This design comes from an exercise in tuning for small area, a short achievable clock period and few clock cycles per item on the open sky130 flow, not from production work. RTL that was checked went through simulation tests only; none was proved equivalent to the original.

==> flow/design.v <==
module muldiv_unit #(
    parameter int XLEN = 64
) (
    input  logic            clk,
    input  logic            reset,
    input  logic            start,
    input  logic [2:0]      funct3,
    input  logic [XLEN-1:0] op_a,
    input  logic [XLEN-1:0] op_b,
    input  logic            kill,
    output logic            busy,
    output logic            done,
    output logic [XLEN-1:0] result
);
    localparam int W = 69;   
    logic ph_align, ph_mul, ph_msh, ph_div, ph_corr, ph_fix, ph_done;
    logic [5:0] cnt;
    logic [2:0] fn;
    logic       rsel;       
    logic [1:0] kz;         
    logic       a_neg, b_neg, bzero, corr;
    logic [5:0] lz_a, lz_b;
    logic       special;    
    logic [65:0] H;         
    logic [63:0] L;         
    logic [65:0] A;         
    logic x0_h, inv0, c_one;
    logic b0_one, b0_two, b0_neg, b1_one, b1_two, b1_neg;
    logic bsy, busy_r;
    assign bsy    = ph_align | ph_mul | ph_msh | ph_div | ph_corr | ph_fix | ph_done;
    assign busy   = busy_r;
    assign done   = ph_done | (ph_align & special);
    assign result = rsel ? H[63:0] : L;
    wire accept = !bsy && start && !kill;
    function automatic logic [5:0] lzc64(input logic [63:0] x);
        logic [31:0] z1; logic [31:0] c1;
        logic [15:0] z2; logic [1:0] c2 [16];
        logic [7:0]  z3; logic [2:0] c3 [8];
        logic [3:0]  z4; logic [3:0] c4 [4];
        logic [1:0]  z5; logic [4:0] c5 [2];
        logic [5:0] c6;
        for (int g = 0; g < 32; g++) begin
            z1[g] = !x[2*g+1] && !x[2*g];
            c1[g] = !x[2*g+1];
        end
        for (int g = 0; g < 16; g++) begin
            z2[g] = z1[2*g+1] && z1[2*g];
            c2[g] = z1[2*g+1] ? {1'b1, c1[2*g]} : {1'b0, c1[2*g+1]};
        end
        for (int g = 0; g < 8; g++) begin
            z3[g] = z2[2*g+1] && z2[2*g];
            c3[g] = z2[2*g+1] ? {1'b1, c2[2*g]} : {1'b0, c2[2*g+1]};
        end
        for (int g = 0; g < 4; g++) begin
            z4[g] = z3[2*g+1] && z3[2*g];
            c4[g] = z3[2*g+1] ? {1'b1, c3[2*g]} : {1'b0, c3[2*g+1]};
        end
        for (int g = 0; g < 2; g++) begin
            z5[g] = z4[2*g+1] && z4[2*g];
            c5[g] = z4[2*g+1] ? {1'b1, c4[2*g]} : {1'b0, c4[2*g+1]};
        end
        c6 = z5[1] ? {1'b1, c5[0]} : {1'b0, c5[1]};
        lzc64 = c6;
    endfunction
    function automatic logic [W:0] add_skl(input logic [W:0] a, input logic [W:0] b);
        logic [W:0] g, p, gn, pn;
        g = a & b;
        p = a ^ b;
        for (int l = 0; l < 7; l++) begin
            gn = g; pn = p;
            for (int i = 0; i <= W; i++) begin
                if (((i >> l) & 1) == 1) begin
                    gn[i] = g[i] | (p[i] & g[((i >> l) << l) - 1]);
                    pn[i] = p[i] & p[((i >> l) << l) - 1];
                end
            end
            g = gn; p = pn;
        end
        add_skl = (a ^ b) ^ {g[W-1:0], 1'b0};
    endfunction
    function automatic logic [2:0] booth(input logic [2:0] g);
        booth = {g[1] ^ g[0], (g == 3'b011) || (g == 3'b100), g[2] && !(g[1] && g[0])};
    endfunction
    logic [W-1:0] A_ext, H_ext, X0, X1, X2, S, C, T;
    logic [W:0]   T_ext;
    always_comb begin
        A_ext = {{(W-66){A[65]}}, A};
        H_ext = {{(W-66){H[65]}}, H};
        X0 = (x0_h ? H_ext : '0) ^ {W{inv0}};
        X1 = (b0_one ? A_ext : '0) | (b0_two ? {A_ext[W-2:0], 1'b0} : '0);
        X1 = X1 ^ {W{b0_neg}};
        X2 = (b1_one ? A_ext : '0) | (b1_two ? {A_ext[W-2:0], 1'b0} : '0);
        X2 = X2 ^ {W{b1_neg}};
        X2 = {X2[W-3:0], b1_neg, b0_neg};
        S = X0 ^ X1 ^ X2;
        C = {(X0[W-2:0] & X1[W-2:0]) | (X0[W-2:0] & X2[W-2:0]) | (X1[W-2:0] & X2[W-2:0]), b1_neg};
        T_ext = add_skl({S, 1'b1}, {C, b1_neg | c_one});
        T = T_ext[W:1];
    end
    wire qbit = !T[W-1];    
    logic [6:0] s_full;
    logic [5:0] sft;
    always_comb begin
        s_full  = {1'b0, lz_b} - {1'b0, lz_a} + {6'd0, a_neg};
        sft     = s_full[5:0];
        special = s_full[6] || bzero;
    end
    logic n_align, n_mul, n_msh, n_div, n_corr, n_fix, n_done;
    always_comb begin
        n_align = 1'b0; n_mul = 1'b0; n_msh = 1'b0; n_div = 1'b0;
        n_corr  = 1'b0; n_fix   = 1'b0; n_done = 1'b0;
        if (!bsy) begin
            n_align = funct3[2];
            n_mul   = !funct3[2];
        end
        if (ph_align) begin
            n_div  = !special;
        end
        if (ph_mul) begin
            n_mul  = cnt != 6'd0 && !(cnt[1:0] == 2'b00 && cnt[3:2] <= kz);
            n_msh  = cnt != 6'd0 &&  (cnt[1:0] == 2'b00 && cnt[3:2] <= kz);
            n_done = cnt == 6'd0 && !corr;
            n_fix  = cnt == 6'd0 && corr;
        end
        if (ph_msh) begin
            n_msh  = cnt[3:2] != 2'd0;
            n_done = cnt[3:2] == 2'd0 && !corr;
            n_fix  = cnt[3:2] == 2'd0 && corr;
        end
        if (ph_div) begin
            n_div  = cnt != 6'd0;
            if (cnt == 6'd0) begin
                if (fn[1]) begin
                    n_fix  = qbit && a_neg;
                    n_done = qbit && !a_neg;
                    n_corr = !qbit;
                end else begin
                    n_fix  = a_neg ^ b_neg;
                    n_done = !(a_neg ^ b_neg);
                end
            end
        end
        if (ph_corr) begin
            n_fix  = a_neg;
            n_done = !a_neg;
        end
        if (ph_fix)  n_done = 1'b1;
    end
    always_ff @(posedge clk or negedge reset) begin
        if (!reset) begin
            busy_r   <= 1'b0;
            ph_align <= 1'b0;
            ph_mul   <= 1'b0;
            ph_msh   <= 1'b0;
            ph_div   <= 1'b0;
            ph_corr  <= 1'b0;
            ph_fix   <= 1'b0;
            ph_done  <= 1'b0;
        end else begin
            if ((!bsy && !(start && !kill)) || (bsy && kill && !done) || done) begin
                busy_r   <= 1'b0;
                ph_align <= 1'b0;
                ph_mul   <= 1'b0;
                ph_msh   <= 1'b0;
                ph_div   <= 1'b0;
                ph_corr  <= 1'b0;
                ph_fix   <= 1'b0;
                ph_done  <= 1'b0;
            end else begin
                busy_r   <= 1'b1;
                ph_align <= n_align;
                ph_mul   <= n_mul;
                ph_msh   <= n_msh;
                ph_div   <= n_div;
                ph_corr  <= n_corr;
                ph_fix   <= n_fix;
                ph_done  <= n_done;
            end
        end
    end
    always_ff @(posedge clk) begin
        x0_h   <= 1'b1;
        inv0   <= 1'b0;
        c_one  <= 1'b0;
        {b0_one, b0_two, b0_neg} <= 3'b000;
        {b1_one, b1_two, b1_neg} <= 3'b000;
        if (n_mul) begin
            if (!bsy) begin
                x0_h <= 1'b0;
                {b0_one, b0_two, b0_neg} <= booth({op_a[1:0], 1'b0});
                {b1_one, b1_two, b1_neg} <= booth(op_a[3:1]);
            end else begin
                {b0_one, b0_two, b0_neg} <= booth(L[5:3]);
                {b1_one, b1_two, b1_neg} <= booth(L[7:5]);
            end
        end
        if (n_align) begin
            inv0  <= !funct3[0] && op_a[63];
            c_one <= !funct3[0] && op_a[63];
        end
        if (n_div) begin
            b0_one <= 1'b1;
            b0_neg <= (ph_div ? qbit : 1'b1) ^ b_neg;
        end
        if (n_corr) begin
            b0_one <= 1'b1;
            b0_neg <= b_neg;
        end
        if (n_fix) begin
            if (!fn[2]) begin
                b0_one <= 1'b1;
            end else if (fn[1]) begin
                inv0  <= 1'b1;
                c_one <= 1'b1;
            end else begin
                x0_h   <= 1'b0;
                b0_one <= 1'b1;
                b0_neg <= 1'b1;
            end
        end
    end
    always_ff @(posedge clk) begin
        lz_a  <= lzc64(op_a ^ {64{!funct3[0] && op_a[63]}});
        lz_b  <= lzc64(op_b ^ {64{!funct3[0] && op_b[63]}});
        bzero <= (op_b == '0);
    end
    always_ff @(posedge clk) begin
        if (!bsy) begin
            fn    <= funct3;
            rsel  <= funct3[2] ? funct3[1] : (funct3[1:0] != 2'b00);
            a_neg <= funct3[2] && !funct3[0] && op_a[63];
            b_neg <= funct3[2] && !funct3[0] && op_b[63];
            corr  <= (funct3 == 3'b011) && op_a[63];
            cnt   <= 6'd15;
            kz    <= (op_a[63:15] == '0 || op_a[63:15] == '1) ? 2'd3 :
                     (op_a[63:31] == '0 || op_a[63:31] == '1) ? 2'd2 :
                     (op_a[63:47] == '0 || op_a[63:47] == '1) ? 2'd1 : 2'd0;
            H <= {{2{!funct3[0] && op_a[63]}}, op_a};
            if (funct3[2]) begin
                A <= {{2{!funct3[0] && op_b[63]}}, op_b};
                L <= {64{op_b == '0}};
            end else begin
                A <= {{2{(funct3 == 3'b001) && op_b[63]}}, op_b};
                L <= op_a;
            end
        end else begin
            H <= ph_mul ? {T[W-1], T[W-1:4]} : ph_msh ? {{16{H[65]}}, H[65:16]} : T[65:0];
            if (ph_align) begin
                cnt <= sft;
                A   <= A << sft;
            end
            if (ph_mul) begin
                L   <= {T[3:0], L[63:4]};
                cnt <= cnt - 1'b1;
            end
            if (ph_msh) begin
                L   <= {H[15:0], L[63:16]};
                cnt <= cnt - 6'd4;
            end
            if (ph_div) begin
                L   <= {L[62:0], qbit};
                if (cnt != 6'd0)    A <= {A[65], A[65:1]};
                else if (!fn[1])    A <= {2'b00, L[62:0], qbit};   
                cnt <= cnt - 1'b1;
            end
            if (ph_fix) rsel <= 1'b1;
        end
    end
endmodule
==> flow/config.mk <==
export PLATFORM = sky130hd
export DESIGN_NAME = muldiv_unit
export DESIGN_NICKNAME = muldiv_unit
export VERILOG_FILES = /design/flow/design.v
export SDC_FILE = /design/flow/constraint.sdc
export NUM_CORES = 4
export LEC_CHECK = 0
export CAP_MARGIN = 20
export CORE_MARGIN = 2
export CORE_UTILIZATION = 40
export SETUP_SLACK_MARGIN = 1.75
export SLEW_MARGIN = 20
==> flow/constraint.sdc <==
create_clock -name core_clock -period 6.0 [get_ports {clk}]
set_input_delay 1.2000 -clock core_clock [delete_from_list [all_inputs] [get_ports {clk}]]
set_output_delay 1.2000 -clock core_clock [all_outputs]
set_load 0.01 [all_outputs]
run.sh (not shown) runs the stock make flow with config.mk's settings and CLKGATE_MAP_FILE= SYNTH_SCRIPT=/design/flow/synth_recipe.tcl, a recipe that flattens the netlist after the stock synthesis.
==> next run, changes <==
--- a/flow/design.v
+++ b/flow/design.v
@@ -22,11 +22,11 @@
     logic [5:0] lz_a, lz_b;
     logic       special;    
     logic [65:0] H;         
     logic [63:0] L;         
     logic [65:0] A;         
-    logic x0_h, inv0, c_one;
+    logic x0_h, x0_l, inv0, c_one;
     logic b0_one, b0_two, b0_neg, b1_one, b1_two, b1_neg;
     logic bsy, busy_r;
     assign bsy    = ph_align | ph_mul | ph_msh | ph_div | ph_corr | ph_fix | ph_done;
     assign busy   = busy_r;
     assign done   = ph_done | (ph_align & special);
@@ -60,43 +60,28 @@
             c5[g] = z4[2*g+1] ? {1'b1, c4[2*g]} : {1'b0, c4[2*g+1]};
         end
         c6 = z5[1] ? {1'b1, c5[0]} : {1'b0, c5[1]};
         lzc64 = c6;
     endfunction
-    function automatic logic [W:0] add_skl(input logic [W:0] a, input logic [W:0] b);
-        logic [W:0] g, p, gn, pn;
-        g = a & b;
-        p = a ^ b;
-        for (int l = 0; l < 7; l++) begin
-            gn = g; pn = p;
-            for (int i = 0; i <= W; i++) begin
-                if (((i >> l) & 1) == 1) begin
-                    gn[i] = g[i] | (p[i] & g[((i >> l) << l) - 1]);
-                    pn[i] = p[i] & p[((i >> l) << l) - 1];
-                end
-            end
-            g = gn; p = pn;
-        end
-        add_skl = (a ^ b) ^ {g[W-1:0], 1'b0};
-    endfunction
     function automatic logic [2:0] booth(input logic [2:0] g);
         booth = {g[1] ^ g[0], (g == 3'b011) || (g == 3'b100), g[2] && !(g[1] && g[0])};
     endfunction
     logic [W-1:0] A_ext, H_ext, X0, X1, X2, S, C, T;
     logic [W:0]   T_ext;
     always_comb begin
         A_ext = {{(W-66){A[65]}}, A};
         H_ext = {{(W-66){H[65]}}, H};
-        X0 = (x0_h ? H_ext : '0) ^ {W{inv0}};
+        X0 = (x0_h ? H_ext : '0) | (x0_l ? {{(W-64){1'b0}}, L} : '0);
+        X0 = X0 ^ {W{inv0}};
         X1 = (b0_one ? A_ext : '0) | (b0_two ? {A_ext[W-2:0], 1'b0} : '0);
         X1 = X1 ^ {W{b0_neg}};
         X2 = (b1_one ? A_ext : '0) | (b1_two ? {A_ext[W-2:0], 1'b0} : '0);
         X2 = X2 ^ {W{b1_neg}};
         X2 = {X2[W-3:0], b1_neg, b0_neg};
         S = X0 ^ X1 ^ X2;
         C = {(X0[W-2:0] & X1[W-2:0]) | (X0[W-2:0] & X2[W-2:0]) | (X1[W-2:0] & X2[W-2:0]), b1_neg};
-        T_ext = add_skl({S, 1'b1}, {C, b1_neg | c_one});
+        T_ext = {S, 1'b1} + {C, b1_neg | c_one};
         T = T_ext[W:1];
     end
     wire qbit = !T[W-1];    
     logic [6:0] s_full;
     logic [5:0] sft;
@@ -178,10 +163,11 @@
             end
         end
     end
     always_ff @(posedge clk) begin
         x0_h   <= 1'b1;
+        x0_l   <= 1'b0;
         inv0   <= 1'b0;
         c_one  <= 1'b0;
         {b0_one, b0_two, b0_neg} <= 3'b000;
         {b1_one, b1_two, b1_neg} <= 3'b000;
         if (n_mul) begin
@@ -211,32 +197,31 @@
                 b0_one <= 1'b1;
             end else if (fn[1]) begin
                 inv0  <= 1'b1;
                 c_one <= 1'b1;
             end else begin
-                x0_h   <= 1'b0;
-                b0_one <= 1'b1;
-                b0_neg <= 1'b1;
-            end
-        end
-    end
-    always_ff @(posedge clk) begin
-        lz_a  <= lzc64(op_a ^ {64{!funct3[0] && op_a[63]}});
-        lz_b  <= lzc64(op_b ^ {64{!funct3[0] && op_b[63]}});
-        bzero <= (op_b == '0);
+                x0_h  <= 1'b0;
+                x0_l  <= 1'b1;
+                inv0  <= 1'b1;
+                c_one <= 1'b1;
+            end
+        end
     end
     always_ff @(posedge clk) begin
         if (!bsy) begin
             fn    <= funct3;
             rsel  <= funct3[2] ? funct3[1] : (funct3[1:0] != 2'b00);
             a_neg <= funct3[2] && !funct3[0] && op_a[63];
             b_neg <= funct3[2] && !funct3[0] && op_b[63];
+            bzero <= (op_b == '0);
             corr  <= (funct3 == 3'b011) && op_a[63];
             cnt   <= 6'd15;
             kz    <= (op_a[63:15] == '0 || op_a[63:15] == '1) ? 2'd3 :
                      (op_a[63:31] == '0 || op_a[63:31] == '1) ? 2'd2 :
                      (op_a[63:47] == '0 || op_a[63:47] == '1) ? 2'd1 : 2'd0;
+            lz_a  <= lzc64(op_a ^ {64{!funct3[0] && op_a[63]}});
+            lz_b  <= lzc64(op_b ^ {64{!funct3[0] && op_b[63]}});
             H <= {{2{!funct3[0] && op_a[63]}}, op_a};
             if (funct3[2]) begin
                 A <= {{2{!funct3[0] && op_b[63]}}, op_b};
                 L <= {64{op_b == '0}};
             end else begin
@@ -257,12 +242,11 @@
                 L   <= {H[15:0], L[63:16]};
                 cnt <= cnt - 6'd4;
             end
             if (ph_div) begin
                 L   <= {L[62:0], qbit};
-                if (cnt != 6'd0)    A <= {A[65], A[65:1]};
-                else if (!fn[1])    A <= {2'b00, L[62:0], qbit};   
+                if (cnt != 6'd0) A <= {A[65], A[65:1]};
                 cnt <= cnt - 1'b1;
             end
             if (ph_fix) rsel <= 1'b1;
         end
     end
The changed run finished with timing, DRC and antenna clean.
Maximum frequency climbs by 4.6%.
Setup slack is better by 200 ps.
Design area went up by 3.5%.
Sequential share of layout area falls by 0.21 points.
Hold slack gets worse by 49 ps.
Routed wire length came out higher by 2.3%.
Count of clock-buffer cells in the layout rose by 1.
Non-clock buffer count falls by 34.
Synthesized cell count rose by 6.1%.
Register-to-register slack is better by 200 ps.
Critical path depth came out higher by 1.
Flip-flop and latch count climbs by 1.
Testbench counts after the change, summed over its fixed seeds: cycles 22,812, ops 1,600.
Only the layout flow was run in the first run of this note; the RTL was not checked for function there.

==> separate check: timing with driven ports <==
Ports are ideal in the flow. The routed layouts listed here were re-timed in OpenROAD.
Step 1 assumes that a clkbuf_16 drives the clock port and a buf_2 every other input.
Step 2, shift: input delay + t, output delay - t, t = (earliest + latest rising clock arrival at the registers) / 2. This alone moves slack from input paths to output paths.
Three values: no drivers, after step 1, after step 2; two values: the first two.
| run | t (ns) | slack for setup (ns) | hold slack, ns | clock arrival spread, ns |
|---|---|---|---|---|
| the first run | 0.691 | 1.441 / 1.441 / 1.192 | 0.551 / 0.551 / 0.551 | 0.057 / 0.057 |
| the second run | 0.654 | 1.643 / 1.643 / 1.314 | 0.502 / 0.502 / 0.502 | 0.028 / 0.028 |
After both steps setup and hold are still met in every run listed. For the second run, which loses most, drivers alone change the setup slack by 0.000 ns; drivers and shift together by -0.329 ns.
